From an optimization exercise on the open Yosys and OpenROAD flow, aimed at small area, a short achievable clock period and few clock cycles per item; shortcuts taken in it are not production practice. RTL that was checked went through simulation tests only; none was proved equivalent to the original. The RTL of run 1 was laid out without a check of its function. No activity file was given, so power comes from the tool's default toggle rates.

===== design/flow/flow/run.sh =====
#!/bin/bash
# Standard ORFS layout (the standard.sh, unchanged synthesis), with the
# timing repair asked to leave setup slack for a shorter period than the
# 11 ns clock the constraints keep.
set -euo pipefail
MARGIN=$(cat flow/margin.txt)
bash standard.sh SETUP_SLACK_MARGIN=$MARGIN finish > flow_make.log 2>&1

===== design/flow/flow/margin.txt =====
7.7

===== design/flow/standard.sh =====
#!/bin/bash
# synth_recipe.tcl (not shown) runs the flow's synth.tcl, then flattens the netlist and writes it again
# the make line also repeats each setting of config.mk as NAME=value (left out here)
make -C /OpenROAD-flow-scripts/flow DESIGN_CONFIG=/design/flow/config.mk WORK_HOME=/design/flow/orfs CLKGATE_MAP_FILE= SYNTH_SCRIPT=/design/flow/synth_recipe.tcl "${@:-finish}"

===== design/flow/config.mk =====
export PLATFORM = sky130hd
export DESIGN_NAME = fxp_alu_pipe
export DESIGN_NICKNAME = fxp_alu_pipe
export VERILOG_FILES = /design/flow/design.v
export SDC_FILE = /design/flow/constraint.sdc
export NUM_CORES = 4
export LEC_CHECK = 0
export CAP_MARGIN = 20
export CORE_MARGIN = 2
export CORE_UTILIZATION = 40
export CTS_BUF_LIST = sky130_fd_sc_hd__clkbuf_8 sky130_fd_sc_hd__clkbuf_16
export CTS_CLUSTER_DIAMETER = 100
export CTS_CLUSTER_SIZE = 25
export SLEW_MARGIN = 20

===== design/flow/constraint.sdc =====
create_clock -name core_clock -period 11.0 [get_ports {i_clk}]
set_input_delay 2.2000 -clock core_clock [delete_from_list [all_inputs] [get_ports {i_clk}]]
set_output_delay 2.2000 -clock core_clock [all_outputs]
set_load 0.01 [all_outputs]

===== design/flow/design.v =====
package fxp_alu_pkg;
  localparam int OP_ADD = 0;
  localparam int OP_SUB = 1;
  localparam int OP_MUL = 2;
  localparam int OP_ACC = 3;
  localparam int OP_MAC = 4;
  localparam int OP_CLR = 5;
  localparam int OP_XOR = 6;
  localparam int OP_ARS = 7;
  localparam int OP_CLZ = 8;
  localparam int OP_MAX = 9;
  localparam int OP_MIN = 10;
  function automatic logic signed [63:0] pos_max(
    input int w
  );
    pos_max = (64'sd1 <<< (w - 1)) - 64'sd1;
  endfunction
  function automatic logic signed [63:0] neg_max(
    input int w
  );
    neg_max = -(64'sd1 <<< (w - 1));
  endfunction
  function automatic logic signed [63:0] sat_val(
    input logic signed [63:0] v,
    input int w
  );
    if (v > pos_max(w)) sat_val = pos_max(w);
    else if (v < neg_max(w)) sat_val = neg_max(w);
    else sat_val = v;
  endfunction
  function automatic logic is_sat(
    input logic signed [63:0] v,
    input int w
  );
    is_sat = (v > pos_max(w)) || (v < neg_max(w));
  endfunction
  function automatic logic signed [63:0] round_shift(
    input logic signed [63:0] v,
    input int f
  );
    round_shift = (v + (64'sd1 <<< (f - 1))) >>> f;
  endfunction
endpackage
module fxp_acc_bank #(
  parameter int DEPTH = 16,
  parameter int W     = 21
) (
  input  logic             i_clk,
  input  logic             i_rst_n,
  input  logic [DEPTH-1:0] i_rd_sel,
  output logic [W-1:0]     o_rd_data,
  input  logic             i_we,
  input  logic             i_clr,
  input  logic [DEPTH-1:0] i_wr_sel,
  input  logic [W-1:0]     i_wr_data
);
  logic [DEPTH-1:0][W-1:0] mem_q;
  logic [DEPTH-1:0]        vld_q;
  always_ff @(posedge i_clk) begin
    for (int i = 0; i < DEPTH; i++)
      if (i_we && i_wr_sel[i]) mem_q[i] <= i_wr_data;
  end
  always_ff @(posedge i_clk or negedge i_rst_n) begin
    if (!i_rst_n) begin
      vld_q <= '0;
    end else begin
      for (int i = 0; i < DEPTH; i++)
        if ((i_we || i_clr) && i_wr_sel[i]) vld_q[i] <= i_we;
    end
  end
  always_comb begin
    o_rd_data = '0;
    for (int i = 0; i < DEPTH; i++)
      o_rd_data = o_rd_data | ({W{i_rd_sel[i] & vld_q[i]}} & mem_q[i]);
  end
endmodule
module fxp_alu_pipe #(
  parameter int INST_W    = 4,
  parameter int INT_W     = 6,
  parameter int FRAC_W    = 10,
  parameter int DATA_W    = INT_W + FRAC_W,
  parameter int ACC_DEPTH = 16,
  parameter int ACC_GUARD = 5
) (
  input  logic              i_clk,
  input  logic              i_rst_n,
  input  logic              i_in_valid,
  output logic              o_in_ready,
  input  logic [INST_W-1:0] i_inst,
  input  logic [DATA_W-1:0] i_data_a,
  input  logic [DATA_W-1:0] i_data_b,
  output logic              o_out_valid,
  input  logic              i_out_ready,
  output logic [DATA_W-1:0] o_data,
  output logic              o_sat
);
  localparam int ACC_W = DATA_W + ACC_GUARD;    
  localparam int SW    = ACC_W + 1;             
  localparam int PW    = 2 * DATA_W;            
  localparam int IDX_W = $clog2(ACC_DEPTH);
  logic       rdy_q;
  logic [2:0] cnt_q, cnt_d;
  logic       acc_in, pop;
  assign o_in_ready = rdy_q;
  assign acc_in     = i_in_valid & rdy_q;
  localparam int NPP = DATA_W / 2;
  logic              in_mac, in_arith, in_p1, in_m1, is_addsub_d;
  logic [NPP-1:0]    bneg_d, bone_d, btwo_d;
  logic [DATA_W-1:0] mx_d;
  assign in_mac   = (i_inst == INST_W'(fxp_alu_pkg::OP_MAC));
  assign in_p1    = (i_inst == INST_W'(fxp_alu_pkg::OP_ADD))
                  | (i_inst == INST_W'(fxp_alu_pkg::OP_ACC));
  assign in_m1    = (i_inst == INST_W'(fxp_alu_pkg::OP_SUB));
  assign is_addsub_d = (i_inst == INST_W'(fxp_alu_pkg::OP_ADD)) | in_m1;
  assign in_arith = (i_inst <= INST_W'(fxp_alu_pkg::OP_MAC));
  assign mx_d = in_p1 ? (DATA_W'(1) << FRAC_W)
              : in_m1 ? -(DATA_W'(1) << FRAC_W) : i_data_a;
  always_comb begin
    logic b_hi, b_md, b_lo;
    for (int j = 0; j < NPP; j++) begin
      b_hi = i_data_b[2*j+1];
      b_md = i_data_b[2*j];
      b_lo = (j == 0) ? 1'b0 : i_data_b[2*j-1];
      bneg_d[j] = in_arith & b_hi & ~(b_md & b_lo);
      bone_d[j] = in_arith & (b_md ^ b_lo);
      btwo_d[j] = in_arith & ((b_hi & ~b_md & ~b_lo) | (~b_hi & b_md & b_lo));
    end
  end
  logic              r0_v;
  logic [INST_W-1:0] r0_op;
  logic [DATA_W-1:0] aux, mx;
  logic [IDX_W-1:0]  idx0;
  logic [NPP-1:0]    bneg, bone, btwo;
  logic              is_accop, is_addsub;
  always_ff @(posedge i_clk or negedge i_rst_n) begin
    if (!i_rst_n) r0_v <= 1'b0;
    else          r0_v <= acc_in;
  end
  always_ff @(posedge i_clk) begin
    r0_op     <= i_inst;
    aux       <= (is_addsub_d) ? i_data_a : i_data_b;
    idx0      <= in_mac ? i_data_b[IDX_W-1:0] : i_data_a[IDX_W-1:0];
    bneg      <= bneg_d;
    bone      <= bone_d;
    btwo      <= btwo_d;
    mx        <= mx_d;
    is_accop  <= (i_inst == INST_W'(fxp_alu_pkg::OP_ACC)) | in_mac
               | (i_inst == INST_W'(fxp_alu_pkg::OP_CLR));
    is_addsub <= is_addsub_d;
  end
  logic is_mul, is_acc, is_mac, is_clr;
  assign is_mul = (r0_op == INST_W'(fxp_alu_pkg::OP_MUL));
  assign is_acc = (r0_op == INST_W'(fxp_alu_pkg::OP_ACC));
  assign is_mac = (r0_op == INST_W'(fxp_alu_pkg::OP_MAC));
  assign is_clr = (r0_op == INST_W'(fxp_alu_pkg::OP_CLR));
  logic [PW-1:0] row [NPP + 1];
  always_comb begin
    logic [DATA_W:0] mag, pp;
    logic [PW-1:0] k;
    k = PW'(1) << (FRAC_W - 1);
    for (int j = 0; j < NPP; j++) begin
      mag  = ({(DATA_W+1){bone[j]}} & {mx[DATA_W-1], mx})
           | ({(DATA_W+1){btwo[j]}} & {mx, 1'b0});
      pp   = mag ^ {(DATA_W+1){bneg[j]}};
      row[j] = PW'({~pp[DATA_W], pp[DATA_W-1:0]}) << (2 * j);
      k = k - (PW'(1) << (DATA_W + 2 * j));
      k = k | (PW'(bneg[j]) << (2 * j));
    end
    row[NPP] = k;
  end
  function automatic logic [2*PW-1:0] csa(input logic [PW-1:0] x,
                                           input logic [PW-1:0] y,
                                           input logic [PW-1:0] z);
    logic [PW-1:0] s, c;
    s = x ^ y ^ z;
    c = ((x & y) | (x & z) | (y & z)) << 1;
    csa = {c, s};
  endfunction
  logic [PW-1:0] s1a, c1a, s1b, c1b, s1c, c1c;
  logic [PW-1:0] s2a, c2a, s2b, c2b, s3, c3, ps, pc;
  assign {c1a, s1a} = csa(row[0], row[1], row[2]);
  assign {c1b, s1b} = csa(row[3], row[4], row[5]);
  assign {c1c, s1c} = csa(row[6], row[7], row[8]);
  assign {c2a, s2a} = csa(s1a, c1a, s1b);
  assign {c2b, s2b} = csa(c1b, s1c, c1c);
  assign {c3, s3}   = csa(s2a, c2a, s2b);
  assign {pc, ps}   = csa(s3, c3, c2b);
  logic [DATA_W-1:0] misc;
  logic [4:0]        clz;
  logic              a_gt_b;
  always_comb begin
    clz = 5'(DATA_W);
    for (int i = 0; i < DATA_W; i++)
      if (mx[i]) clz = 5'(DATA_W - 1 - i);
    a_gt_b = $signed(mx) > $signed(aux);
    case (r0_op)
      INST_W'(fxp_alu_pkg::OP_XOR): misc = mx ^ aux;
      INST_W'(fxp_alu_pkg::OP_ARS): misc = DATA_W'($signed(mx) >>> aux[3:0]);
      INST_W'(fxp_alu_pkg::OP_CLZ): misc = DATA_W'(clz);
      INST_W'(fxp_alu_pkg::OP_MAX): misc = a_gt_b ? mx : aux;
      INST_W'(fxp_alu_pkg::OP_MIN): misc = a_gt_b ? aux : mx;
      default:                      misc = '0;
    endcase
  end
  logic [ACC_W-1:0] bank_rd, fwd, accv;
  logic [SW-1:0]    opnd_d;
  logic             hit;
  logic              r1_v, r1_wr, r1_clr, r1_m21, r1_m22;
  logic [IDX_W-1:0]  r1_idx;
  logic [PW-1:0]     r1_s, r1_c;
  logic [SW-1:0]     r1_opnd;
  logic [SW-1:0]     sum;
  assign hit  = r1_v & (r1_wr | r1_clr) & (r1_idx == idx0);
  assign fwd  = r1_clr ? '0 : sum[ACC_W-1:0];
  assign accv = hit ? fwd : bank_rd;
  always_comb begin
    if (is_accop)           opnd_d = SW'($signed(accv));
    else if (is_addsub)     opnd_d = SW'($signed(aux));
    else                    opnd_d = SW'(misc);
  end
  always_ff @(posedge i_clk or negedge i_rst_n) begin
    if (!i_rst_n) r1_v <= 1'b0;
    else          r1_v <= r0_v;
  end
  always_ff @(posedge i_clk) begin
    r1_wr   <= is_acc | is_mac;
    r1_clr  <= is_clr;
    r1_m21  <= is_accop;
    r1_m22  <= is_addsub | is_mul;
    r1_idx  <= idx0;
    r1_s    <= ps;
    r1_c    <= pc;
    r1_opnd <= opnd_d;
  end
  logic [PW-1:0] ts, tc, sum_full;
  assign {tc, ts}  = csa({r1_opnd, FRAC_W'(0)}, r1_s, r1_c);
  assign sum_full  = ts + tc;
  assign sum       = sum_full[PW-1:FRAC_W];
  fxp_acc_bank #(
    .DEPTH (ACC_DEPTH),
    .W     (ACC_W)
  ) u_bank (
    .i_clk     (i_clk),
    .i_rst_n   (i_rst_n),
    .i_rd_sel  (ACC_DEPTH'(1) << idx0),
    .o_rd_data (bank_rd),
    .i_we      (r1_v & r1_wr),
    .i_clr     (r1_v & r1_clr),
    .i_wr_sel  (ACC_DEPTH'(1) << r1_idx),
    .i_wr_data (sum[ACC_W-1:0])
  );
  localparam int HB = FRAC_W + DATA_W - 1;    
  localparam int NH = PW - HB;                
  logic [HB:0]   c_lo;
  logic          c15;
  logic [NH-1:0] hp, hor, hand;
  logic [NH-1:0] t0;
  logic [NH:0]   t1;
  logic          sat0, sat1, sgn0, sgn1, sat, sgn;
  logic [DATA_W-1:0] rdata;
  assign c_lo = {1'b0, ts[HB-1:0]} + {1'b0, tc[HB-1:0]};
  assign c15  = c_lo[HB];
  assign hp   = ts[PW-1:HB] ^ tc[PW-1:HB];
  assign hor  = ts[PW-2:HB-1] | tc[PW-2:HB-1];
  assign hand = ts[PW-2:HB-1] & tc[PW-2:HB-1];
  assign t0   = ts[PW-1:HB] + tc[PW-1:HB];
  assign t1   = {ts[PW-1:HB], 1'b1} + {tc[PW-1:HB], 1'b1};
  function automatic logic sat_c(input logic c, input logic [NH-1:0] p,
                                 input logic [NH-1:0] o, input logic [NH-1:0] n,
                                 input logic m21, input logic m22);
    logic z6, o6, z7, o7;
    z6 = (p[0] == c);
    o6 = (p[0] == ~c);
    for (int i = 1; i < NH - 1; i++) begin
      z6 = z6 & (p[i] == o[i]);
      o6 = o6 & (p[i] == ~n[i]);
    end
    z7 = z6 & (p[NH-1] == o[NH-1]);
    o7 = o6 & (p[NH-1] == ~n[NH-1]);
    sat_c = (m21 & ~(z6 | o6)) | (m22 & ~(z7 | o7));
  endfunction
  assign sat0  = sat_c(1'b0, hp, hor, hand, r1_m21, r1_m22);
  assign sat1  = sat_c(1'b1, hp, hor, hand, r1_m21, r1_m22);
  assign sgn0  = r1_m21 ? t0[NH-2] : t0[NH-1];
  assign sgn1  = r1_m21 ? t1[NH-1] : t1[NH];
  assign sat   = c15 ? sat1 : sat0;
  assign sgn   = c15 ? sgn1 : sgn0;
  assign rdata = sat ? {sgn, {(DATA_W-1){~sgn}}} : sum[DATA_W-1:0];
  localparam int QW = DATA_W + 1;
  logic          hv_q;
  logic [QW-1:0] head_q;
  logic [2:0][QW-1:0] buf_q;
  logic [2:0]    wp_q, rp_q;      
  logic [1:0]    nb_q;
  logic [QW-1:0] res, buf_rd;
  logic          head_free;
  assign res       = {sat, rdata};
  assign pop       = hv_q & i_out_ready;
  assign head_free = ~hv_q | pop;
  assign buf_rd    = ({QW{rp_q[0]}} & buf_q[0]) | ({QW{rp_q[1]}} & buf_q[1])
                   | ({QW{rp_q[2]}} & buf_q[2]);
  logic buf_push, buf_pop;
  assign buf_pop  = head_free & (nb_q != 2'd0);
  assign buf_push = r1_v & ~(head_free & (nb_q == 2'd0));
  always_ff @(posedge i_clk or negedge i_rst_n) begin
    if (!i_rst_n) begin
      hv_q <= 1'b0;
      wp_q <= 3'b001;
      rp_q <= 3'b001;
      nb_q <= 2'd0;
    end else begin
      if (head_free) hv_q <= r1_v | (nb_q != 2'd0);
      if (buf_push) wp_q <= {wp_q[1:0], wp_q[2]};
      if (buf_pop)  rp_q <= {rp_q[1:0], rp_q[2]};
      nb_q <= nb_q + 2'(buf_push) - 2'(buf_pop);
    end
  end
  always_ff @(posedge i_clk) begin
    if (head_free) head_q <= (nb_q != 2'd0) ? buf_rd : res;
    for (int i = 0; i < 3; i++)
      if (r1_v && wp_q[i]) buf_q[i] <= res;
  end
  assign o_out_valid = hv_q;
  assign o_data      = head_q[DATA_W-1:0];
  assign o_sat       = head_q[DATA_W];
  assign cnt_d = cnt_q + 3'(acc_in) - 3'(pop);
  always_ff @(posedge i_clk or negedge i_rst_n) begin
    if (!i_rst_n) cnt_q <= 3'd0;
    else          cnt_q <= cnt_d;
  end
  always_ff @(posedge i_clk) rdy_q <= ~cnt_d[2];
endmodule

==> summary.txt, run 1 <==
DRC viols - 0
starting DRC count in detailed routing - 2192
CTS HTree Levels - 1
largest net degree at the start of global routing - 38
Worst-Margin Slew - 1140 ps
area leader, netlist - edfxtp_1
ys flop type - edfxtp_1
hold path startpoint - r0_v$_DFF_PN0_
CP endpoint kind - flop
cell area after synthesis - 0.0294 mm^2
gr busiest metal - met2
Cell Pwr Density - 274 mW/mm^2
post-synthesis cell count - 2373
Die Span X - 275 um
top cells by area, synth - edfxtp_1 (41%), dfxtp_1 (10%), fa_1 (7.7%)
DR vias - 20000
Overall Global Routing Usage - 0.229
endpoints failing hold - 0
Die Ht - 275 um
Worst R2R Setup Slack - 7320 ps
Post-Synth Adder-Cell Area - 0.126
most frequent cell after synthesis - edfxtp_1
Clock transition at path regs - 100 ps
first-pass GRT wire length - 129000 um
Compound-Gate Fraction of Synth Area - 0.146
CP Cell Sequence - fa_2 > ha_4 > xor2_2 > nand3_1 > or3_4 > a2bb2oi_4 > or4b_4 > o31a_4 > o21ai_4 > o21a_1
Initial Utilization - 0.404
Syn Nets - 2642
CTS root buf - clkbuf_16
TritonCTS Buffers - 29
Worst path top cell family by delay - simple AND/OR/NAND/NOR gates
Inserted Diodes - 0
share of async-settable or async-resettable flops after synthesis - 0.0510
min Tclk post-route - 3680 ps
clk latency of the worst-skew pair - 650 ps
# setup viols final - 0
Final Wtd Congestion - 0.868
worst min path class - reg2reg
FP Rows - 99
die area - 0.0757 mm^2
Slowest cell on crit path - or4b_4
RSZ-0062 raised after global routing - yes
met1 Use GR - 0.315
outcome - no timing/DRC/antenna violations
initial antenna violation count - 1
CP Data Arrival Time - 4180 ps
FF-to-FF path depth - 10
M2 GR Usage - 0.385
Buffers & Inverters on Critical Path - 0
antenna viol nets, final - 0
Core Box Area - 0.0728 mm^2
IO Port Bufs - 58
fin crit share - 0.334
main combinational cell family by area after synthesis - compound AO/OA/AOI/OAI gates
setup clock skew after layout - 24.9 ps
CTS Hold Bufs - 0
Critical R2R Launch - r1_opnd[17]$_DFF_P_
routed len/inst - 25.8 um
CTS Sinks - 588
multiplexer area fraction after synthesis - 0.0264
met3 usage - 0.0237
placed cell count - 3287
sequential-to-total area share from yosys stat - 0.543
leakage power - 12.4 nW
grt total ovfl - 0
Max FO, Critical Path - 9
worst vdd ir - 0.000167 V
nets@finish - 2700
RR Endpoint - head_q[10]$_DFFE_PP_
Post-synth top cells - edfxtp_1 (404), a22oi_1 (266), inv_1 (165)
Critical Path Stages - 10
WHS Endpoint - r1_v$_DFF_PN0_
delay of the slowest cell on the worst path - 640 ps
layout cells sized above 1 - 0.177
vias in the first global route - 19600
sum of negative setup slack - 0 ps
Final Max Tran Viols - 0
# IOs - 59
xor/xnor share of the synthesized area - 0.0520
Post-Route WL - 88100 um
Yosys top cell area share - 0.412
CTS tree - done
first-pass iteration count of the detailed router - 6
Synth Register Bits - 588
non-filler cells, final - 3412
Vias/cell - 5.86
Max Clock Freq - 272 MHz
CP Launch Type - flop
Post-synth EDFFs - 404
Synth Area in Simple Gates - 0.0649
WHS Path Cells - 0
Synth cell types - 70
Worst Path Required - 11500 ps
Max-Cap Viols - 0
Area Growth Syn to Fin - 15.1%
clk buf depth - 3
HPWL after DPL - 54000 um
YS warnings - 3
average size of a mapped cell - 12.4 um^2
CP Class - reg2reg
Slew HR - 0.236
metal layers:
layer	wire length (um)	part of all wire
met5	0	0
met4	2420	0.027
met3	6530	0.074
met2	42900	0.49
met1	36300	0.41
report_power, final:
group,internal [mW],total [mW],leakage (nW),switching [mW]
combinational,1.76,4.48,6.56,2.71
clock,0.499,1.23,0.492,0.728
sequential,3.43,3.56,5.36,0.130
kinds of logic after synthesis:
logic type      count (synthesis)
compound gates                613
xor+xnor                      172
fa+ha+maj                     229
buf+inv                       314
flops                         588
mux                            56
simple gates                  401
worst max-delay path by stage:
| stage | startpoint | to | slack [ps] |
|---|---|---|---|
| 3_3_place_gp | aux[2]$_DFF_P_ | r1_opnd[6]$_DFF_P_ | 6200 |
| 3_5_place_dp | aux[2]$_DFF_P_ | r1_opnd[10]$_DFF_P_ | 6260 |
| 2_1_floorplan | i_out_ready | rdy_q$_DFF_P_ | 7440 |
| 5_1_grt | r1_opnd[15]$_DFF_P_ | head_q[15]$_DFFE_PP_ | 7250 |
| 4_1_cts | r1_opnd[15]$_DFF_P_ | head_q[12]$_DFFE_PP_ | 7350 |
| 6_report | r1_opnd[17]$_DFF_P_ | head_q[10]$_DFFE_PP_ | 7320 |
sequential cells by signal (all words and copies together) (netlist names), 2 cells and up:
signal and cells:
bone 8, u_bank.mem_q 336, wp_q 3, r1_idx 4, idx0 4, btwo 8, mx 16, aux 16
r1_opnd 21, r1_s 30, r1_c 28, nb_q 2, buf_q 51, u_bank.vld_q 16, head_q 17, r0_op 4
cnt_q 3, rp_q 3, bneg 8
metrics by stage:
step	setup slack (ps)	total power, mW	cell area (um^2)	util	hold WS, ps
2_1_floorplan	7440	5.60	29500	-	329
3_3_place_gp	6200	6.65	31100	0.427	343
3_5_place_dp	6260	6.76	31100	0.427	341
4_1_cts	7350	8.79	33200	0.455	373
5_1_grt	7250	9.73	33800	0.465	392
6_report	7320	9.27	33800	0.465	375
placed cells by master (no fill, tap or decap), types with 22 or more instances in the layout:
master / instances
nor2_1: 62
o21ai_0: 93
nand3_1: 31
nand2_1: 143
inv_1: 171
xor2_1: 66
dfxtp_2: 34
clkbuf_16: 30
nor2b_1: 25
edfxtp_1: 404
a22oi_1: 266
xnor2_1: 87
ha_1: 91
dfrtp_1: 28
a21oi_1: 61
a221oi_1: 22
clkdlybuf4s50_1: 37
buf_4: 84
dfxtp_1: 115
mux2_2: 30
o21a_1: 22
fa_1: 105
cell type report:
type,instances,area (um^2)
multi-input combinational,1473,13400
clock inverter,24,164
inverter,166,663
sequential,588,16000
clock buffer,29,726
timing repair buffer,173,1620
fill,6494,39000
tap,959,1200
what timing repair did:
action | CTS | global route
endpoints found under the setup margin | 414 | 346
gates resized for setup | 261 | 84
cloned | 4 | 1
pin swaps | 29 | 31
setup buffers | 39 | 28
==> run 2, diff against run 1 <==
--- a/design/flow/design.v
+++ b/design/flow/design.v
@@ -251,47 +251,28 @@
   );
-  localparam int HB = FRAC_W + DATA_W - 1;    
-  localparam int NH = PW - HB;                
-  logic [HB:0]   c_lo;
-  logic          c15;
-  logic [NH-1:0] hp, hor, hand;
-  logic [NH-1:0] t0;
-  logic [NH:0]   t1;
-  logic          sat0, sat1, sgn0, sgn1, sat, sgn;
+  logic          r2_v, r2_m21, r2_m22;
+  logic [SW-1:0] r2_sum;
+  always_ff @(posedge i_clk or negedge i_rst_n) begin
+    if (!i_rst_n) r2_v <= 1'b0;
+    else          r2_v <= r1_v;
+  end
+  always_ff @(posedge i_clk) begin
+    r2_m21 <= r1_m21;
+    r2_m22 <= r1_m22;
+    r2_sum <= sum;
+  end
+  logic              eq6, sat, sgn;
   logic [DATA_W-1:0] rdata;
-  assign c_lo = {1'b0, ts[HB-1:0]} + {1'b0, tc[HB-1:0]};
-  assign c15  = c_lo[HB];
-  assign hp   = ts[PW-1:HB] ^ tc[PW-1:HB];
-  assign hor  = ts[PW-2:HB-1] | tc[PW-2:HB-1];
-  assign hand = ts[PW-2:HB-1] & tc[PW-2:HB-1];
-  assign t0   = ts[PW-1:HB] + tc[PW-1:HB];
-  assign t1   = {ts[PW-1:HB], 1'b1} + {tc[PW-1:HB], 1'b1};
-  function automatic logic sat_c(input logic c, input logic [NH-1:0] p,
-                                 input logic [NH-1:0] o, input logic [NH-1:0] n,
-                                 input logic m21, input logic m22);
-    logic z6, o6, z7, o7;
-    z6 = (p[0] == c);
-    o6 = (p[0] == ~c);
-    for (int i = 1; i < NH - 1; i++) begin
-      z6 = z6 & (p[i] == o[i]);
-      o6 = o6 & (p[i] == ~n[i]);
-    end
-    z7 = z6 & (p[NH-1] == o[NH-1]);
-    o7 = o6 & (p[NH-1] == ~n[NH-1]);
-    sat_c = (m21 & ~(z6 | o6)) | (m22 & ~(z7 | o7));
-  endfunction
-  assign sat0  = sat_c(1'b0, hp, hor, hand, r1_m21, r1_m22);
-  assign sat1  = sat_c(1'b1, hp, hor, hand, r1_m21, r1_m22);
-  assign sgn0  = r1_m21 ? t0[NH-2] : t0[NH-1];
-  assign sgn1  = r1_m21 ? t1[NH-1] : t1[NH];
-  assign sat   = c15 ? sat1 : sat0;
-  assign sgn   = c15 ? sgn1 : sgn0;
-  assign rdata = sat ? {sgn, {(DATA_W-1){~sgn}}} : sum[DATA_W-1:0];
+  assign eq6   = (r2_sum[ACC_W-1:DATA_W-1] == {(ACC_W-DATA_W+1){r2_sum[ACC_W-1]}});
+  assign sat   = (r2_m21 & ~eq6) | (r2_m22 & (~eq6 | (r2_sum[SW-1] ^ r2_sum[ACC_W-1])));
+  assign sgn   = r2_m21 ? r2_sum[ACC_W-1] : r2_sum[SW-1];
+  assign rdata = sat ? {sgn, {(DATA_W-1){~sgn}}} : r2_sum[DATA_W-1:0];
   localparam int QW = DATA_W + 1;
-  logic          hv_q;
-  logic [QW-1:0] head_q;
-  logic [2:0][QW-1:0] buf_q;
-  logic [2:0]    wp_q, rp_q;      
-  logic [1:0]    nb_q;
-  logic [QW-1:0] res, buf_rd;
-  logic          head_free;
+  localparam int NB = 4;
+  logic               hv_q;
+  logic [QW-1:0]      head_q;
+  logic [NB-1:0][QW-1:0] buf_q;
+  logic [NB-1:0]      wp_q, rp_q;      
+  logic [2:0]         nb_q;
+  logic [QW-1:0]      res, buf_rd;
+  logic               head_free, buf_any;
   assign res       = {sat, rdata};
@@ -299,7 +280,11 @@
   assign head_free = ~hv_q | pop;
-  assign buf_rd    = ({QW{rp_q[0]}} & buf_q[0]) | ({QW{rp_q[1]}} & buf_q[1])
-                   | ({QW{rp_q[2]}} & buf_q[2]);
+  assign buf_any   = (nb_q != 3'd0);
+  always_comb begin
+    buf_rd = '0;
+    for (int i = 0; i < NB; i++)
+      buf_rd = buf_rd | ({QW{rp_q[i]}} & buf_q[i]);
+  end
   logic buf_push, buf_pop;
-  assign buf_pop  = head_free & (nb_q != 2'd0);
-  assign buf_push = r1_v & ~(head_free & (nb_q == 2'd0));
+  assign buf_pop  = head_free & buf_any;
+  assign buf_push = r2_v & ~(head_free & ~buf_any);
   always_ff @(posedge i_clk or negedge i_rst_n) begin
@@ -307,10 +292,10 @@
       hv_q <= 1'b0;
-      wp_q <= 3'b001;
-      rp_q <= 3'b001;
-      nb_q <= 2'd0;
+      wp_q <= NB'(1);
+      rp_q <= NB'(1);
+      nb_q <= 3'd0;
     end else begin
-      if (head_free) hv_q <= r1_v | (nb_q != 2'd0);
-      if (buf_push) wp_q <= {wp_q[1:0], wp_q[2]};
-      if (buf_pop)  rp_q <= {rp_q[1:0], rp_q[2]};
-      nb_q <= nb_q + 2'(buf_push) - 2'(buf_pop);
+      if (head_free) hv_q <= r2_v | buf_any;
+      if (buf_push) wp_q <= {wp_q[NB-2:0], wp_q[NB-1]};
+      if (buf_pop)  rp_q <= {rp_q[NB-2:0], rp_q[NB-1]};
+      nb_q <= nb_q + 3'(buf_push) - 3'(buf_pop);
     end
@@ -318,5 +303,5 @@
   always_ff @(posedge i_clk) begin
-    if (head_free) head_q <= (nb_q != 2'd0) ? buf_rd : res;
-    for (int i = 0; i < 3; i++)
-      if (r1_v && wp_q[i]) buf_q[i] <= res;
+    if (head_free) head_q <= buf_any ? buf_rd : res;
+    for (int i = 0; i < NB; i++)
+      if (r2_v && wp_q[i]) buf_q[i] <= res;
   end
@@ -330,3 +315,3 @@
   end
-  always_ff @(posedge i_clk) rdy_q <= ~cnt_d[2];
+  always_ff @(posedge i_clk) rdy_q <= (cnt_d < 3'd5);
 endmodule
==> design/flow/flow/margin.txt (replaced) <==
7.85
==> run 2 against run 1 <==
Count of clock-buffer cells in the layout is 6 higher. First-iteration DRC count is 7.2% higher. Critical path depth is 9 lower. Sequential cell count is 45 higher. Utilization is 0.61 points higher. Synthesized cell count is 0.67% higher. Critical path type is now reg2out. Critical endpoint is now o_data[5].
==> summary.txt, run 2 <==
# IOs - 59 (unchanged)
Post-synth EDFFs - 421 (+4.2%)
grt total ovfl - 0 (unchanged)
WHS Path Cells - 0 (unchanged)
CTS Sinks - 633 (+7.7%)
sequential-to-total area share from yosys stat - 0.565 (+0.0217)
ys flop type - edfxtp_1
YS warnings - 3 (unchanged)
leakage power - 13.1 nW (+5.6%)
HPWL after DPL - 56700 um (+5.1%)
hold slack - 340 ps (-34.9 ps)
nets@finish - 2737 (+1.4%)
Die Ht - 279 um (+1.3%)
fin crit share - 0.307 (-0.0275)
top cells by area, synth - edfxtp_1 (42%), dfxtp_1 (12%), a22oi_1 (7.5%)
clk buf depth - 3 (unchanged)
RR Endpoint - u_bank.mem_q[309]$_DFFE_PP_
setup clock skew after layout - 30.8 ps (+5.94 ps)
initial antenna violation count - 1 (unchanged)
area leader, netlist - edfxtp_1
first-pass GRT wire length - 132000 um (+2.7%)
Worst path top cell family by delay - flip-flops
CTS root buf - clkbuf_16
sum of negative setup slack - 0 ps (unchanged)
starting DRC count in detailed routing - 2349 (+7.2%)
Post-Route WL - 91600 um (+3.9%)
Core Box Area - 0.0746 mm^2 (+2.4%)
Post-synth top cells - edfxtp_1 (421), a22oi_1 (300), dfxtp_1 (178)
largest reg by FF count - u_bank.mem_q
Die Span X - 279 um (+1.3%)
cell area after synthesis - 0.0302 mm^2 (+2.7%)
hold path startpoint - r1_m22$_DFF_P_
WHS Endpoint - r2_m22$_DFF_P_
max FFs per register - 336 (unchanged)
post-synthesis cell count - 2389 (+0.67%)
Clock transition at path regs - 100 ps (about the same)
Slew HR - 0.318 (+0.0827)
Final Wtd Congestion - 0.935 (+7.7%)
RSZ-0062 raised after global routing - yes
Overall Global Routing Usage - 0.227 (-0.00188)
first-pass iteration count of the detailed router - 6 (unchanged)
Area Growth Syn to Fin - 16.2%
DR vias - 20600 (+3.2%)
share of async-settable or async-resettable flops after synthesis - 0.0537 (+0.00269)
commonest non-fill, non-tap cell in the layout - edfxtp_1
largest registers - u_bank.mem_q: 336 flops, buf_q: 68 flops, r1_s: 30 flops
Initial Utilization - 0.405 (+0.00132)
die area - 0.0777 mm^2 (+2.7%)
clk latency of the worst-skew pair - 610 ps (-40 ps)
delay of the slowest cell on the worst path - 410 ps (-230 ps)
Yosys top cell area share - 0.418 (+0.00598)
layout cells sized above 1 - 0.172 (-0.00413)
min Tclk post-route - 3380 ps (-303 ps)
Worst Path Required - 8800 ps (-2700 ps)
CTS HTree Levels - 2 (+1)
Vias/cell - 5.94 (+1.4%)
vias in the first global route - 20300 (+3.7%)
CP Cell Sequence - buf_2
worst vdd ir - 0.000222 V (+33%)
Slowest cell on crit path - edfxtp_1
Synth Register Bits - 633 (+7.7%)
routed len/inst - 26.4 um (+2.1%)
Synth cell types - 81 (+16%)
most frequent cell after synthesis - edfxtp_1
antenna viol nets, final - 0 (unchanged)
endpoints failing hold - 0 (unchanged)
commonest non-fill, non-tap cells in the layout - edfxtp_1 (421), a22oi_1 (281), inv_1 (146), dfxtp_1 (140), nand2_1 (125)
worst min path class - reg2reg
Max FO, Critical Path - 1 (-8)
Buffers & Inverters on Critical Path - 1 (+1)
Max-Cap Viols - 0 (unchanged)
DRC viols - 0 (unchanged)
Inserted Diodes - 0 (unchanged)
CP Launch Type - flop
CP Data Arrival Time - 1180 ps (-3000 ps)
average size of a mapped cell - 12.6 um^2 (+2.0%)
CP endpoint kind - output port
TritonCTS Buffers - 35 (+21%)
Final Max Tran Viols - 0 (unchanged)
Worst-Margin Slew - 1010 ps (-131 ps)
FF-to-FF path depth - 10 (unchanged)
CTS tree - done
largest net degree at the start of global routing - 36 (-5.3%)
outcome - no timing/DRC/antenna violations
Critical R2R Launch - r1_s[22]$_DFF_P_
CP Class - reg2out
FP Rows - 100 (+1.0%)
Cell Pwr Density - 252 mW/mm^2 (-7.9%)
Worst R2R Setup Slack - 7690 ps (+370 ps)
# setup viols final - 0 (unchanged)
IO Port Bufs - 58 (unchanged)
Syn Nets - 2647 (+0.19%)
Max Clock Freq - 296 MHz (+9.0%)
[run 2: power by group]
group,internal (mW),switching (mW)
registers,3.50,0.170
logic,1.59,2.13
clock network,0.621,0.841
[run 2: cell type report]
class | instances | area (um^2)
fill | 6633 | 39500
clock buffer | 35 | 876
sequential | 633 | 17200
multi-input combinational | 1471 | 12900
timing repair buffer | 201 | 2170
inverter | 137 | 534
clock inverter | 29 | 256
tap | 969 | 1210
[run 2: how the worst max path moves through the flow]
| stage | start | end | slack (ps) | cells past startpoint |
|---|---|---|---|---|
| final | head_q[5]$_DFFE_PP_ | o_data[5] | 7620 | 1 |
| after global routing | r1_s[22]$_DFF_P_ | r1_opnd[15]$_DFF_P_ | 7570 | 11 |
| after CTS | head_q[1]$_DFFE_PP_ | o_data[1] | 7590 | 1 |
| after detailed placement | i_out_ready | nb_q[1]$_DFF_PN0_ | 6790 | 9 |
| after global placement | i_out_ready | nb_q[1]$_DFF_PN0_ | 6800 | 9 |
| after floorplan | i_out_ready | rdy_q$_DFF_P_ | 7400 | 8 |
[run 2: cell families (layout without fill, tap and decap cells)]
logic type / after synthesis / count (layout) / share of synthesized area
simple gates: 410 / 410 / 0.0666
mux: 57 / 57 / 0.0226
buf+inv: 288 / 402 / 0.0370
flops: 633 / 633 / 0.565
compound gates: 618 / 620 / 0.144
fa+ha+maj: 218 / 218 / 0.117
xor+xnor: 165 / 166 / 0.0478
[run 2: repair_timing]
| item | 4_1_cts | 5_1_grt |
|---|---|---|
| gates resized for setup | 207 | 147 |
| setup endpoints to repair | 329 | 261 |
| hold buffers | 0 | 0 |
| gates cloned | 7 | 16 |
| buffers inserted | 31 | 21 |
| endpoints found under the hold margin | 0 | 0 |
| pin swaps | 29 | 41 |
[run 2: metal layers]
layer  vias to the layer above  track usage  routed length (um)
met2                       984        0.361               42900
li1                       8971            -                   -
met5                         -            0                   0
met3                       142       0.0317                7390
met4                         0       0.0662                2560
met1                     10500        0.323               38800
[run 2: per-stage QoR]
step / total power [mW] / setup slack (ps) / util / std cells / area (um^2)
floorplan: 5.19 / 7400 / - / 2389 / 30400
global placement: 6.17 / 6800 / 0.430 / 3336 / 32100
detailed placement: 6.26 / 6790 / 0.430 / 3336 / 32100
CTS: 8.26 / 7590 / 0.456 / 3438 / 34000
global route: 9.25 / 7570 / 0.471 / 3475 / 35100
finish: 8.85 / 7620 / 0.471 / 3475 / 35100
Testbench counts of run 2, summed over its fixed seeds: cycles 24,032, items 24,000.
==> run 3, diff against run 2 <==
==> design/flow/flow/margin.txt (replaced) <==
7.55
==> run 3 against run 2 <==
Total power decreased by 12%. Die area is the same. Utilization fell by 2.3 points. Clock skew up 9.4 ps. Via count down 1.9%. Sequential cell count unchanged. Synthesized area unchanged. Register-to-register slack lost 40 ps. Sequential power hardly changed. Setup slack got worse by 42 ps. Global-route usage fell by 0.16 points. Critical path depth is the same. Highest routed layer is now met5.
==> summary.txt, run 3 <==
area leader, netlist - edfxtp_1
antenna viol nets, final - 0 (unchanged)
Worst path top cell family by delay - flip-flops
Syn Nets - 2647 (unchanged)
CTS HTree Levels - 2 (unchanged)
final core occ - 0.448 (-0.0232)
Overall Global Routing Usage - 0.225 (-0.00155)
DRC viols - 0 (unchanged)
CTS Sinks - 633 (unchanged)
Yosys top cell area share - 0.418 (unchanged)
sequential-to-total area share from yosys stat - 0.565 (unchanged)
# IOs - 59 (unchanged)
Max FO, Critical Path - 1 (unchanged)
Initial Utilization - 0.405 (unchanged)
CTS Hold Bufs - 0 (unchanged)
routed len/inst - 25.9 um (-1.6%)
Die Ht - 279 um (unchanged)
non-filler cells, final - 3408 (-1.9%)
largest registers - u_bank.mem_q: 336 flops, buf_q: 68 flops, r1_s: 30 flops
delay of the slowest cell on the worst path - 390 ps (-20 ps)
share of async-settable or async-resettable flops after synthesis - 0.0537 (unchanged)
YS warnings - 3 (unchanged)
commonest non-fill, non-tap cell in the layout - edfxtp_1
Worst-Margin Slew - 1020 ps (+3.00 ps)
min Tclk post-route - 3420 ps (+42.0 ps)
CTS root buf - clkbuf_16
clk buf depth - 3 (unchanged)
nets@finish - 2672 (-2.4%)
Cell Pwr Density - 235 mW/mm^2 (-6.9%)
average size of a mapped cell - 12.6 um^2 (unchanged)
hold path startpoint - r1_m22$_DFF_P_
Post-Route WL - 88400 um (-3.5%)
CP endpoint kind - output port
Final Max Tran Viols - 0 (unchanged)
Max Clock Freq - 293 MHz (-1.2%)
placed cell count - 3338 (+0.060%)
Slew HR - 0.316 (-0.00202)
leakage power - 12.4 nW (-5.5%)
Inserted Diodes - 0 (unchanged)
Area Growth Syn to Fin - 10.5%
die area - 0.0777 mm^2 (unchanged)
largest net degree at the start of global routing - 36 (unchanged)
TritonCTS Buffers - 34 (-2.9%)
outcome - no timing/DRC/antenna violations
Buffers & Inverters on Critical Path - 1 (unchanged)
Synth cell types - 81 (unchanged)
CP Cell Sequence - clkdlybuf4s15_2
commonest non-fill, non-tap cells in the layout - edfxtp_1 (421), a22oi_1 (300), dfxtp_1 (160), inv_1 (147), nand2_1 (126)
Seq pwr share - 0.469 (+0.055)
sw frac - 0.360 (+0.00452)
Sw Pwr - 2.82 mW (-10%)
largest reg by FF count - u_bank.mem_q
Core Box Area - 0.0746 mm^2 (unchanged)
RSZ-0062 raised after global routing - yes
grt total ovfl - 0 (unchanged)
Power, Total - 7.83 mW (-12%)
IO Port Bufs - 58 (unchanged)
worst vdd ir - 0.000235 V (+5.8%)
Synth Register Bits - 633 (unchanged)
Clock transition at path regs - 100 ps (about the same)
CP Launch Type - flop
first-pass iteration count of the detailed router - 6 (unchanged)
top cells by area, synth - edfxtp_1 (42%), dfxtp_1 (12%), a22oi_1 (7.5%)
first-pass GRT wire length - 131000 um (-1.1%)
post-synthesis cell count - 2389 (unchanged)
vias in the first global route - 20300 (-0.45%)
Vias/cell - 5.94 (about the same)
ys flop type - edfxtp_1
endpoints failing hold - 0 (unchanged)
hold slack - 338 ps (-2.10 ps)
Worst Path Required - 8800 ps (about the same)
worst min path class - reg2reg
Post-synth top cells - edfxtp_1 (421), a22oi_1 (300), dfxtp_1 (178)
Comb power frac - 0.349 (-0.071)
DR vias - 20200 (-1.9%)
cell area after synthesis - 0.0302 mm^2 (unchanged)
clock power share - 0.182 (+0.017)
clk latency of the worst-skew pair - 600 ps (about the same)
fin crit share - 0.311 (+0.00382)
HPWL after DPL - 56100 um (-1.2%)
Die Span X - 279 um (unchanged)
FP Rows - 100 (unchanged)
Final Wtd Congestion - 0.884 (-5.4%)
initial antenna violation count - 2 (+1)
# setup viols final - 0 (unchanged)
CTS tree - done
Critical R2R Launch - r1_opnd[1]$_DFF_P_
most frequent cell after synthesis - edfxtp_1
starting DRC count in detailed routing - 2416 (+2.9%)
setup clock skew after layout - 40.2 ps (+9.39 ps)
Slowest cell on crit path - edfxtp_1
layout cells sized above 1 - 0.116 (-0.0568)
Worst Setup SP - head_q[11]$_DFFE_PP_
CP Class - reg2out
CP Data Arrival Time - 1220 ps (+40 ps)
Max-Cap Viols - 0 (unchanged)
Internal - 5.01 mW (-12%)
max FFs per register - 336 (unchanged)
sum of negative setup slack - 0 ps (unchanged)
Post-synth EDFFs - 421 (unchanged)
[run 3: cell types whose count changed in the layout (fill, tap and decap cells not counted), moves of 11 or more]
cell,previous run,this run
a22oi_1,281,300
buf_6,32,1
dfxtp_1,140,160
dfxtp_4,27,1
buf_12,19,3
a22oi_2,19,0
clkbuf_16,46,35
buf_2,19,8
[run 3: worst paths after layout]
check,endpoint,slack [ps],depth (start not counted)
max in group asynchronous,u_bank.vld_q[7]$_DFFE_PN0P_,8710,1
hold reg to reg,r2_m22$_DFF_P_,340,0
min in group asynchronous,nb_q[1]$_DFF_PN0_,1710,1
setup / recovery,o_data[11],7580,1
hold / removal,r2_m22$_DFF_P_,340,0
setup reg to reg,r1_opnd[14]$_DFF_P_,7650,10
[run 3: power groups by stage]
stage	clock, mW	combinational (mW)	sequential [mW]
after floorplan	0	1.53	3.65
after global placement	0	2.48	3.73
after detailed placement	0	2.59	3.73
after CTS	1.45	2.65	3.67
after global routing	1.52	3.00	3.69
final	1.43	2.73	3.67
[run 3: final cells by class]
type	instances	area [um^2]
Timing Repair Buffer	139	1160
Inverter	137	517
Tap cell	969	1210
Multi-Input combinational cell	1469	12300
Clock buffer	35	876
Fill cell	6770	41200
Clock inverter	26	203
Sequential cell	633	17100
[run 3: cells by family after synthesis]
logic type      after synthesis  synth area share
buf+inv                     288            0.0370
fa+ha+maj                   218             0.117
flops                       633             0.565
mux                          57            0.0226
simple gates                410            0.0666
xor+xnor                    165            0.0478
compound gates              618             0.144
[run 3: timing repair]
| action | 4_1_cts | 5_1_grt |
|---|---|---|
| gates cloned | 0 | 1 |
| pin swaps | 5 | 3 |
| endpoints found under the setup margin | 154 | 175 |
| resized for setup | 74 | 36 |
| buffers inserted | 2 | 6 |
[run 3: through the flow]
stage	setup WS (ps)	area, um^2
after floorplan	7400	30300
after global placement	6670	32100
after detailed placement	6750	32100
after CTS	7440	33200
after global routing	7490	33400
final	7580	33400
[run 3: metal layers]
metal | GRT usage | vias up | share of wire
li1 | - | 8831 | -
met4 | 0.0660 | 2 | 0.028
met2 | 0.359 | 947 | 0.46
met1 | 0.321 | 10300 | 0.43
met5 | 0 | - | 0.00015
met3 | 0.0318 | 147 | 0.082
==> run 4, diff against run 3 <==
==> design/flow/flow/margin.txt (replaced) <==
7.7
==> run 4 against run 3 <==
Still clean. Register-to-register slack improved by 130 ps. Final cell count up 0.67%. Sequential power about the same. Via count fell by 0.13%. Wire length shrank 0.33%. Non-clock buffer count rose by 21. Combinational power grew 7%. Setup slack better by 68 ps. Synthesized area did not move. Critical path type unchanged. Critical endpoint is now o_data[0]. Largest cell class unchanged. Largest power group unchanged.
==> summary.txt, run 4 <==
outcome - no timing/DRC/antenna violations
clock power share - 0.177 (-0.005)
CP Data Arrival Time - 1150 ps (-70 ps)
Die Ht - 279 um (unchanged)
Max Clock Freq - 299 MHz (+2.0%)
CTS root buf - clkbuf_16
Synth Register Bits - 633 (unchanged)
max FFs per register - 336 (unchanged)
ys flop type - edfxtp_1
Slew HR - 0.309 (-0.00738)
grt total ovfl - 0 (unchanged)
sw frac - 0.356 (-0.00416)
Worst Path Required - 8800 ps (about the same)
first-pass iteration count of the detailed router - 5 (-1)
Final Wtd Congestion - 0.938 (+6.1%)
most frequent cell after synthesis - edfxtp_1
Die Span X - 279 um (unchanged)
Syn Nets - 2647 (unchanged)
fill cell total of the finished layout - 6734 (-0.53%)
Max FO, Critical Path - 1 (unchanged)
Vias/cell - 5.89 (-0.80%)
worst vdd ir - 0.000200 V (-15%)
Seq pwr share - 0.458 (-0.011)
Sw Pwr - 2.85 mW (+1.1%)
commonest non-fill, non-tap cells in the layout - edfxtp_1 (421), a22oi_1 (300), dfxtp_1 (152), inv_1 (148), nand2_1 (126)
delay of the slowest cell on the worst path - 410 ps (+20 ps)
HPWL after DPL - 56800 um (+1.2%)
post-synthesis cell count - 2389 (unchanged)
largest registers - u_bank.mem_q: 336 flops, buf_q: 68 flops, r1_s: 30 flops
CTS Sinks - 633 (unchanged)
min Tclk post-route - 3350 ps (-68.0 ps)
Cell Pwr Density - 237 mW/mm^2 (+1.0%)
CP endpoint kind - output port
Yosys top cell area share - 0.418 (unchanged)
RR Endpoint - r1_opnd[12]$_DFF_P_
worst min path class - reg2reg
TritonCTS Buffers - 34 (unchanged)
Internal - 5.16 mW (+2.9%)
# IOs - 59 (unchanged)
Overall Global Routing Usage - 0.223 (-0.00190)
Inserted Diodes - 0 (unchanged)
Max-Cap Viols - 0 (unchanged)
FF/Latch Area - 0.0171 mm^2 (about the same)
sum of negative setup slack - 0 ps (unchanged)
largest reg by FF count - u_bank.mem_q
CP Cell Sequence - buf_2
Worst path top cell family by delay - flip-flops
antenna viol nets, final - 0 (unchanged)
Area Growth Syn to Fin - 11.8%
CP Class - reg2out
largest net degree at the start of global routing - 36 (unchanged)
DR vias - 20200 (-0.13%)
FP Rows - 100 (unchanged)
# setup viols final - 0 (unchanged)
cell area after synthesis - 0.0302 mm^2 (unchanged)
Slowest cell on crit path - edfxtp_1
routed len/inst - 25.7 um (-1.0%)
endpoints failing hold - 0 (unchanged)
DRC viols - 0 (unchanged)
first-pass GRT wire length - 130000 um (-0.96%)
nets@finish - 2694 (+0.82%)
Worst R2R Setup Slack - 7780 ps (+130 ps)
Post-synth EDFFs - 421 (unchanged)
WHS Endpoint - r2_m22$_DFF_P_
Comb power frac - 0.365 (+0.016)
layout cells sized above 1 - 0.133 (+0.0172)
top cells by area, synth - edfxtp_1 (42%), dfxtp_1 (12%), a22oi_1 (7.5%)
Post-Route WL - 88100 um (-0.33%)
Initial Utilization - 0.405 (unchanged)
YS warnings - 3 (unchanged)
Buffers & Inverters on Critical Path - 1 (unchanged)
clk latency of the worst-skew pair - 580 ps (-20 ps)
Post-synth top cells - edfxtp_1 (421), a22oi_1 (300), dfxtp_1 (178)
IO Port Bufs - 58 (unchanged)
CP Launch Type - flop
CTS HTree Levels - 2 (unchanged)
commonest non-fill, non-tap cell in the layout - edfxtp_1
FF-to-FF path depth - 10 (unchanged)
Clock transition at path regs - 100 ps (about the same)
Core Box Area - 0.0746 mm^2 (unchanged)
share of async-settable or async-resettable flops after synthesis - 0.0537 (unchanged)
leakage power - 12.6 nW (+1.3%)
WHS Path Cells - 0 (unchanged)
hold path startpoint - r1_m22$_DFF_P_
Worst-Margin Slew - 1040 ps (+20.4 ps)
fin crit share - 0.305 (-0.00618)
area leader, netlist - edfxtp_1
Design Area, Final - 0.0338 mm^2 (+1.2%)
clk buf depth - 3 (unchanged)
sequential-to-total area share from yosys stat - 0.565 (unchanged)
Synth cell types - 81 (unchanged)
setup clock skew after layout - 22.9 ps (-17.3 ps)
average size of a mapped cell - 12.6 um^2 (unchanged)
RSZ-0062 raised after global routing - yes
initial antenna violation count - 0 (-2)
Critical R2R Launch - r1_opnd[6]$_DFF_P_
Final Max Tran Viols - 0 (unchanged)
Placed Area - 0.0321 mm^2 (+0.10%)
vias in the first global route - 20000 (-1.2%)
multi-input logic area - 0.0125 mm^2 (+1.6%)
die area - 0.0777 mm^2 (unchanged)
CTS tree - done
starting DRC count in detailed routing - 2214 (-8.4%)
==> run 4: worst reg2reg max path, cell delays in order, from the launching register on <==
cell,delay (ps)
dfxtp_1,430
fa_1,470
ha_2,410
o21ai_0,130
a32oi_2,300
o2111ai_4,190
a21oi_4,290
a21oi_1,140
xnor2_1,150
buf_6,160
a2111o_1,430
==> run 4: worst max-delay path by stage <==
stage	slack, ps	from	cells past startpoint	end
4_1_cts	7600	head_q[0]$_DFFE_PP_	1	o_data[0]
5_1_grt	7600	head_q[5]$_DFFE_PP_	1	o_data[5]
6_report	7650	head_q[0]$_DFFE_PP_	1	o_data[0]
2_1_floorplan	7400	i_out_ready	8	rdy_q$_DFF_P_
3_5_place_dp	6770	i_out_ready	9	rdy_q$_DFF_P_
3_3_place_gp	6800	i_out_ready	9	nb_q[1]$_DFF_PN0_
==> run 4: cell families (layout without fill, tap and decap cells) <==
group | count (synthesis) | count (layout) | synth area share
buf+inv | 288 | 359 | 0.0370
fa+ha+maj | 218 | 218 | 0.117
flops | 633 | 633 | 0.565
compound gates | 618 | 620 | 0.144
xor+xnor | 165 | 165 | 0.0478
simple gates | 410 | 410 | 0.0666
mux | 57 | 57 | 0.0226
==> run 4: cell type report <==
| type | count | area share |
|---|---|---|
| Clock inverter | 27 | 0.00633 |
| Tap cell | 969 | 0.0359 |
| Timing Repair Buffer | 160 | 0.0395 |
| Inverter | 137 | 0.0155 |
| Multi-Input combinational cell | 1470 | 0.371 |
| Clock buffer | 35 | 0.0259 |
| Sequential cell | 633 | 0.506 |
==> run 4: what timing repair did <==
action	4_1_cts	5_1_grt
setup endpoints to repair	285	183
endpoints found under the hold margin	0	0
pin swaps	9	16
buffers inserted	12	13
hold buffers	0	0
gates resized for setup	130	49
cloned	0	3
==> run 4: power groups by stage <==
stage                     clock network (mW)  logic (mW)  registers (mW)
after CTS                               1.45        2.72            3.66
after detailed placement                   0        2.55            3.72
final                                   1.41        2.92            3.67
after floorplan                            0        1.53            3.65
after global placement                     0        2.45            3.72
after global routing                    1.53        3.21            3.69
==> run 4: through the flow <==
step,worst slack (ps),hold slack (ps),power (mW),util,std cells
final,7650,335,8.00,0.453,3431
after CTS,7600,327,7.84,0.448,3415
after global routing,7600,334,8.42,0.453,3431
after floorplan,7400,310,5.19,-,2389
after detailed placement,6770,313,6.27,0.431,3341
after global placement,6800,317,6.17,0.430,3341
==> run 4: per-layer routing <==
layer,wire length (um),global-route usage
met1,38300,0.321
met2,40900,0.359
met3,6500,0.0258
met4,2420,0.0615
met5,0,0
==> run 5, diff against run 4 <==
--- a/design/flow/design.v
+++ b/design/flow/design.v
@@ -187,2 +187,5 @@
   assign {pc, ps}   = csa(s3, c3, c2b);
+  localparam int LB = 6;
+  logic [LB:0] lo_sum;
+  assign lo_sum = {1'b0, ps[LB-1:0]} + {1'b0, pc[LB-1:0]};
   logic [DATA_W-1:0] misc;
@@ -209,3 +212,4 @@
   logic [IDX_W-1:0]  r1_idx;
-  logic [PW-1:0]     r1_s, r1_c;
+  logic [PW-1:LB]    r1_s, r1_c;
+  logic              r1_clb;
   logic [SW-1:0]     r1_opnd;
@@ -230,10 +234,15 @@
     r1_idx  <= idx0;
-    r1_s    <= ps;
-    r1_c    <= pc;
+    r1_s    <= ps[PW-1:LB];
+    r1_c    <= pc[PW-1:LB];
+    r1_clb  <= lo_sum[LB];
     r1_opnd <= opnd_d;
   end
-  logic [PW-1:0] ts, tc, sum_full;
-  assign {tc, ts}  = csa({r1_opnd, FRAC_W'(0)}, r1_s, r1_c);
+  localparam int HW = PW - LB;    
+  logic [HW-1:0] x, ts, tc, sum_full;
+  assign x         = {r1_opnd, (FRAC_W-LB)'(0)};
+  assign ts        = x ^ r1_s ^ r1_c;
+  assign tc        = {((x[HW-2:0] & r1_s[PW-2:LB]) | (x[HW-2:0] & r1_c[PW-2:LB])
+                     | (r1_s[PW-2:LB] & r1_c[PW-2:LB])), r1_clb};
   assign sum_full  = ts + tc;
-  assign sum       = sum_full[PW-1:FRAC_W];
+  assign sum       = sum_full[HW-1:FRAC_W-LB];
   fxp_acc_bank #(
==> design/flow/flow/run.sh (replaced) <==
#!/bin/bash
# Standard ORFS layout (the standard.sh, unchanged synthesis), with the
# timing repair asked to leave setup slack for a shorter period than the
# 11 ns clock the constraints keep, and plain buffers on the ports.
set -euo pipefail
MARGIN=$(cat flow/margin.txt)
bash standard.sh SETUP_SLACK_MARGIN=$MARGIN \
  "BUFFER_PORTS_ARGS=-buffer_cell sky130_fd_sc_hd__buf_2" finish > flow_make.log 2>&1
==> run 5 against run 4 <==
Sequential share of layout area up 0.50 points. Utilization down 0.55 points. Still clean. Clock power down 7%. Synthesized area down 0.40%. First-iteration DRC count down 18%. Via count down 2.0%.
==> summary.txt, run 5 <==
fill cell total of the finished layout - 6740 (+0.089%)
clk latency of the worst-skew pair - 650 ps (+70 ps)
CTS HTree Levels - 1 (-1)
sequential-to-total area share from yosys stat - 0.564 (-0.00105)
sw frac - 0.351 (-0.00451)
# setup viols final - 0 (unchanged)
min Tclk post-route - 3400 ps (+47.3 ps)
cell area after synthesis - 0.0301 mm^2 (-0.40%)
Synth Register Bits - 628 (-0.79%)
max FFs per register - 336 (unchanged)
Slew HR - 0.305 (-0.00401)
ys flop type - edfxtp_1
worst vdd ir - 0.000207 V (+3.5%)
starting DRC count in detailed routing - 1815 (-18%)
Cell Pwr Density - 233 mW/mm^2 (-1.6%)
Post-synth top cells - edfxtp_1 (421), a22oi_1 (316), dfxtp_1 (173)
layout cells sized above 1 - 0.153 (+0.0203)
Seq pwr share - 0.468 (+0.010)
# IOs - 59 (unchanged)
met3 usage - 0.0236 (-0.00218)
worst min path class - reg2reg
clock power share - 0.169 (-0.008)
share of async-settable or async-resettable flops after synthesis - 0.0541 (+0.000428)
Inserted Diodes - 0 (unchanged)
TritonCTS Buffers - 31 (-8.8%)
Area Growth Syn to Fin - 10.7%
gr busiest metal - met2
post-synthesis cell count - 2368 (-0.88%)
CP endpoint kind - output port
largest net degree at the start of global routing - 36 (unchanged)
Worst path top cell family by delay - flip-flops
Slowest cell on crit path - dfrtp_1
Post-synth EDFFs - 421 (unchanged)
Sw Pwr - 2.73 mW (-4.2%)
grt total ovfl - 0 (unchanged)
leakage power - 12.4 nW (-1.1%)
CP Launch Type - flop
setup clock skew after layout - 30.7 ps (+7.73 ps)
Max FO, Critical Path - 2 (+1)
CP Cell Sequence - buf_2
Internal - 5.04 mW (-2.3%)
Comb power frac - 0.363 (-0.002)
average size of a mapped cell - 12.7 um^2 (+0.48%)
Initial Utilization - 0.404 (-0.000949)
RSZ-0062 raised after global routing - yes
Synth cell types - 83 (+2.5%)
fin crit share - 0.309 (+0.00430)
sum of negative setup slack - 0 ps (unchanged)
YS warnings - 3 (unchanged)
CTS root buf - clkbuf_16
CP Class - reg2out
DRC viols - 0 (unchanged)
most frequent cell after synthesis - edfxtp_1
Vias/cell - 5.84 (-0.86%)
Core Box Area - 0.0744 mm^2 (-0.17%)
Final Wtd Congestion - 0.960 (+2.3%)
largest reg by FF count - u_bank.mem_q
initial antenna violation count - 2 (+2)
Max-Cap Viols - 0 (unchanged)
vias in the first global route - 20200 (+0.84%)
CTS Sinks - 628 (-0.79%)
CTS tree - done
nets@finish - 2655 (-1.4%)
Final Max Tran Viols - 0 (unchanged)
Buffers & Inverters on Critical Path - 1 (unchanged)
HPWL after DPL - 55600 um (-2.0%)
commonest non-fill, non-tap cell in the layout - edfxtp_1
first-pass iteration count of the detailed router - 5 (unchanged)
area leader, netlist - edfxtp_1
Max Clock Freq - 294 MHz (-1.4%)
Clock transition at path regs - 100 ps (about the same)
clk buf depth - 3 (unchanged)
largest registers - u_bank.mem_q: 336 flops, buf_q: 68 flops
met1 Use GR - 0.285 (-0.0358)
M2 GR Usage - 0.386 (+0.0272)
Worst-Margin Slew - 1030 ps (-3.51 ps)
antenna viol nets, final - 0 (unchanged)
die area - 0.0774 mm^2 (-0.39%)
endpoints failing hold - 0 (unchanged)
Yosys top cell area share - 0.420 (+0.00169)
Design Area, Final - 0.0333 mm^2 (-1.4%)
final core occ - 0.447 (-0.00549)
top cells by area, synth - edfxtp_1 (42%), dfxtp_1 (12%), a22oi_1 (7.9%)
Worst Path Required - 8800 ps (about the same)
DR vias - 19800 (-2.0%)
outcome - no timing/DRC/antenna violations
CP Data Arrival Time - 1200 ps (+50 ps)
Overall Global Routing Usage - 0.222 (-0.00132)
CTS Hold Bufs - 0 (unchanged)
Placed Area - 0.0316 mm^2 (-1.7%)
Post-Route WL - 86300 um (-2.1%)
Syn Nets - 2625 (-0.83%)
IO Port Bufs - 58 (unchanged)
Die Ht - 278 um (-0.20%)
delay of the slowest cell on the worst path - 410 ps (about the same)
FP Rows - 100 (unchanged)
first-pass GRT wire length - 130000 um (+0.15%)
Die Span X - 278 um (-0.20%)
commonest non-fill, non-tap cells in the layout - edfxtp_1 (421), a22oi_1 (316), inv_1 (153), dfxtp_1 (137), nand2_1 (135)
routed len/inst - 25.4 um (-0.97%)
==> run 5: cell count changes after synthesis, sizes merged, moves of 7 or more <==
cell / before / now
a21oi: 63 / 53
o21ai: 94 / 79
nand2: 127 / 135
a221oi: 21 / 13
a22oi: 300 / 316
nor4: 15 / 25
a22o: 12 / 5
==> run 5: power groups by stage <==
stage	Sequential, mW	Clock [mW]	Combinational, mW
CTS	3.64	1.33	2.66
detailed placement	3.71	0	2.38
floorplan	3.63	0	1.50
global route	3.66	1.40	3.10
finish	3.64	1.31	2.82
global placement	3.70	0	2.28
==> run 5: cell type report <==
| type | count | area [um^2] | share of cell area |
|---|---|---|---|
| clock buffer | 32 | 790 | 0.0237 |
| timing repair buffer | 142 | 1050 | 0.0314 |
| multi-input combinational | 1453 | 12500 | 0.376 |
| sequential | 628 | 17000 | 0.511 |
| clock inverter | 26 | 176 | 0.00530 |
| inverter | 142 | 546 | 0.0164 |
| tap | 969 | 1210 | 0.0364 |
==> run 5: timing repair <==
action / in CTS / in global routing
pin swaps: 6 / 10
gates resized for setup: 74 / 53
setup endpoints to repair: 252 / 227
gates cloned: 0 / 2
setup buffers: 13 / 13
==> run 5: cell families (layout without fill, tap and decap cells) <==
group	Yosys count	after routing	synth area share
AO/OA/AOI/OAI	591	591	0.139
multiplexers	61	61	0.0264
flip-flops	628	628	0.564
XOR/XNOR	160	160	0.0466
adder cells (fa/ha/maj)	217	217	0.117
AND/OR/NAND/NOR	422	424	0.0690
buffers and inverters	289	342	0.0378
==> run 5: layer usage <==
metal | wire length, um | share of wire
met4 | 3940 | 0.046
met3 | 5180 | 0.060
met2 | 42200 | 0.49
met5 | 11 | 0.00013
met1 | 35000 | 0.41
==> run 5: stage by stage <==
step	setup slack [ps]	std cells	hold WS, ps	total power [mW]
6_report	7600	3392	339	7.77
5_1_grt	7560	3392	345	8.16
4_1_cts	7570	3377	341	7.63
3_5_place_dp	6830	3306	318	6.08
3_3_place_gp	6900	3306	333	5.98
2_1_floorplan	7350	2368	310	5.13
==> run 5: path summary, 6_finish.rpt <==
path | end | from | slack (ps) | depth (start not counted)
setup / recovery | o_out_valid | hv_q$_DFFE_PN0P_ | 7600 | 1
hold / removal | r2_m22$_DFF_P_ | r1_m22$_DFF_P_ | 340 | 0
setup reg to reg | u_bank.mem_q[269]$_DFFE_PP_ | r1_s[11]$_DFF_P_ | 7760 | 10
hold reg to reg | r2_m22$_DFF_P_ | r1_m22$_DFF_P_ | 340 | 0
max in group asynchronous | cnt_q[2]$_DFF_PN0_ | i_rst_n | 8880 | 1
min in group asynchronous | nb_q[2]$_DFF_PN0_ | i_rst_n | 1630 | 1
Testbench counts of run 5, summed over its fixed seeds: cycles 24,032, items 24,000.
==> run 6, diff against run 5 <==
--- a/design/flow/config.mk
+++ b/design/flow/config.mk
@@ -9,3 +9,3 @@
 export CORE_MARGIN = 2
-export CORE_UTILIZATION = 40
+export CORE_UTILIZATION = 65
 export CTS_BUF_LIST = sky130_fd_sc_hd__clkbuf_8 sky130_fd_sc_hd__clkbuf_16
==> run 6 against run 5 <==
Utilization is 27 points higher. Die area is 38% lower. Synthesized cell count stayed put. Worst hold slack worse by 28 ps. Critical path depth stayed put. Highest routed layer is now met4. Register-to-register slack worse by 30 ps. Non-clock buffer count is 8 higher. First-iteration DRC count is 32% higher. Setup slack better by 43 ps.
==> summary.txt, run 6 <==
HPWL after DPL - 53800 um (-3.3%)
CP Cell Sequence - buf_2
Worst path top cell family by delay - flip-flops
CTS Sinks - 628 (unchanged)
worst min path class - reg2reg
initial antenna violation count - 1 (-1)
Power, Total - 7.74 mW (-0.38%)
YS warnings - 3 (unchanged)
clk buf depth - 3 (unchanged)
final core occ - 0.719 (+0.271)
final worst setup slack - 7650 ps (+42.6 ps)
max FFs per register - 336 (unchanged)
Seq pwr share - 0.472 (+0.004)
average size of a mapped cell - 12.7 um^2 (unchanged)
Max FO, Critical Path - 1 (-1)
Post-synth top cells - edfxtp_1 (421), a22oi_1 (316), dfxtp_1 (173)
sequential-to-total area share from yosys stat - 0.564 (unchanged)
Worst-Margin Slew - 1090 ps (+53.0 ps)
non-filler cells, final - 3026 (-11%)
outcome - no timing/DRC/antenna violations
Post-synth EDFFs - 421 (unchanged)
Max-Cap Viols - 0 (unchanged)
Buffers & Inverters on Critical Path - 1 (unchanged)
Placed Area - 0.0311 mm^2 (-1.4%)
layout cells sized above 1 - 0.150 (-0.00307)
post-synthesis cell count - 2368 (unchanged)
Max Clock Freq - 298 MHz (+1.3%)
CTS tree - done
RSZ-0062 raised after global routing - yes
die area - 0.0480 mm^2 (-38%)
Initial Utilization - 0.660 (+0.256)
top cells by area, synth - edfxtp_1 (42%), dfxtp_1 (12%), a22oi_1 (7.9%)
CP endpoint kind - output port
Overall Global Routing Usage - 0.344 (+0.122)
Slowest cell on crit path - edfxtp_1
hold path startpoint - r1_m21$_DFF_P_
TritonCTS Buffers - 29 (-6.5%)
Clock transition at path regs - 120 ps (+20 ps)
Slew HR - 0.273 (-0.0313)
CP Class - reg2out
commonest non-fill, non-tap cells in the layout - edfxtp_1 (421), a22oi_1 (315), inv_1 (156), dfxtp_1 (136), nand2_1 (135)
Final Wtd Congestion - 0.956 (-0.33%)
Die Ht - 219 um (-21%)
placed cell count - 2942 (-11%)
CTS HTree Levels - 1 (unchanged)
first-pass GRT wire length - 121000 um (-6.6%)
hold slack - 311 ps (-28.1 ps)
CP Launch Type - flop
most frequent cell after synthesis - edfxtp_1
Inserted Diodes - 0 (unchanged)
DR vias - 20000 (+1.2%)
commonest non-fill, non-tap cell in the layout - edfxtp_1
CP Data Arrival Time - 1150 ps (-50 ps)
Worst Path Required - 8800 ps (about the same)
starting DRC count in detailed routing - 2400 (+32%)
min Tclk post-route - 3350 ps (-42.6 ps)
first-pass iteration count of the detailed router - 6 (+1)
Syn Nets - 2625 (unchanged)
# setup viols final - 0 (unchanged)
Area Growth Syn to Fin - 8.85%
clock power share - 0.157 (-0.012)
cell area after synthesis - 0.0301 mm^2 (unchanged)
Yosys top cell area share - 0.420 (unchanged)
vias in the first global route - 19800 (-2.0%)
share of async-settable or async-resettable flops after synthesis - 0.0541 (unchanged)
Post-Route WL - 82800 um (-4.1%)
largest registers - u_bank.mem_q: 336 flops, buf_q: 68 flops
IO Port Bufs - 58 (unchanged)
fin crit share - 0.305 (-0.00387)
Vias/cell - 6.62 (+13%)
endpoints failing hold - 0 (unchanged)
-- run 6: path summary, 6_finish.rpt --
| kind | slack (ps) | to | cells past startpoint |
|---|---|---|---|
| setup / recovery | 7650 | o_data[4] | 1 |
| hold / removal | 310 | r2_m21$_DFF_P_ | 0 |
| setup reg to reg | 7730 | u_bank.mem_q[122]$_DFFE_PP_ | 10 |
| hold reg to reg | 310 | r2_m21$_DFF_P_ | 0 |
| max in group asynchronous | 8840 | u_bank.vld_q[15]$_DFFE_PN0P_ | 1 |
| min in group asynchronous | 1630 | u_bank.vld_q[7]$_DFFE_PN0P_ | 1 |
-- run 6: power groups by stage --
stage          Sequential (mW)  Combinational (mW)  Clock (mW)
2_1_floorplan             3.63                1.50           0
3_3_place_gp              3.71                2.28           0
3_5_place_dp              3.72                2.37           0
4_1_cts                   3.66                2.56        1.22
5_1_grt                   3.67                3.14        1.31
6_report                  3.66                2.87        1.21
-- run 6: repair_timing --
item	CTS	global route
pin swaps	6	22
setup buffers	13	16
setup endpoints to repair	267	232
cloned	0	2
hold buffers	0	0
gates resized for setup	72	58
-- run 6: cells by family (layout without fill, tap and decap cells) --
kind of cell    count (synthesis)  after routing  share of synthesized area
flops                         628            628                      0.564
compound gates                591            591                      0.139
simple gates                  422            424                     0.0690
buf+inv                       289            345                     0.0378
fa+ha+maj                     217            217                      0.117
xor+xnor                      160            160                     0.0466
mux                            61             61                     0.0264
-- run 6: final cells by class --
type	instances	area, um^2
Clock buffer	29	726
Clock inverter	24	131
Fill cell	3033	12800
Inverter	142	542
Multi-Input combinational cell	1453	12500
Sequential cell	628	17000
Tap cell	600	751
Timing Repair Buffer	150	1050
-- run 6: per-layer routing --
| metal | routed length, um | vias to the layer above | GRT usage | part of all wire |
|---|---|---|---|---|
| met5 | 0 | - | 0 | 0 |
| met3 | 9490 | 164 | 0.0764 | 0.11 |
| met4 | 2690 | 0 | 0.111 | 0.033 |
| met1 | 31200 | 9913 | 0.461 | 0.38 |
| li1 | - | 8792 | - | - |
| met2 | 39400 | 1160 | 0.564 | 0.48 |

Check on run 6: ideal ports give 7.645 ns setup slack; a clkbuf_16 on the clock port and buf_2 on the inputs give 7.587 ns; moving port delays by the midpoint clock arrival (0.687 ns) as well gives 7.092 ns.
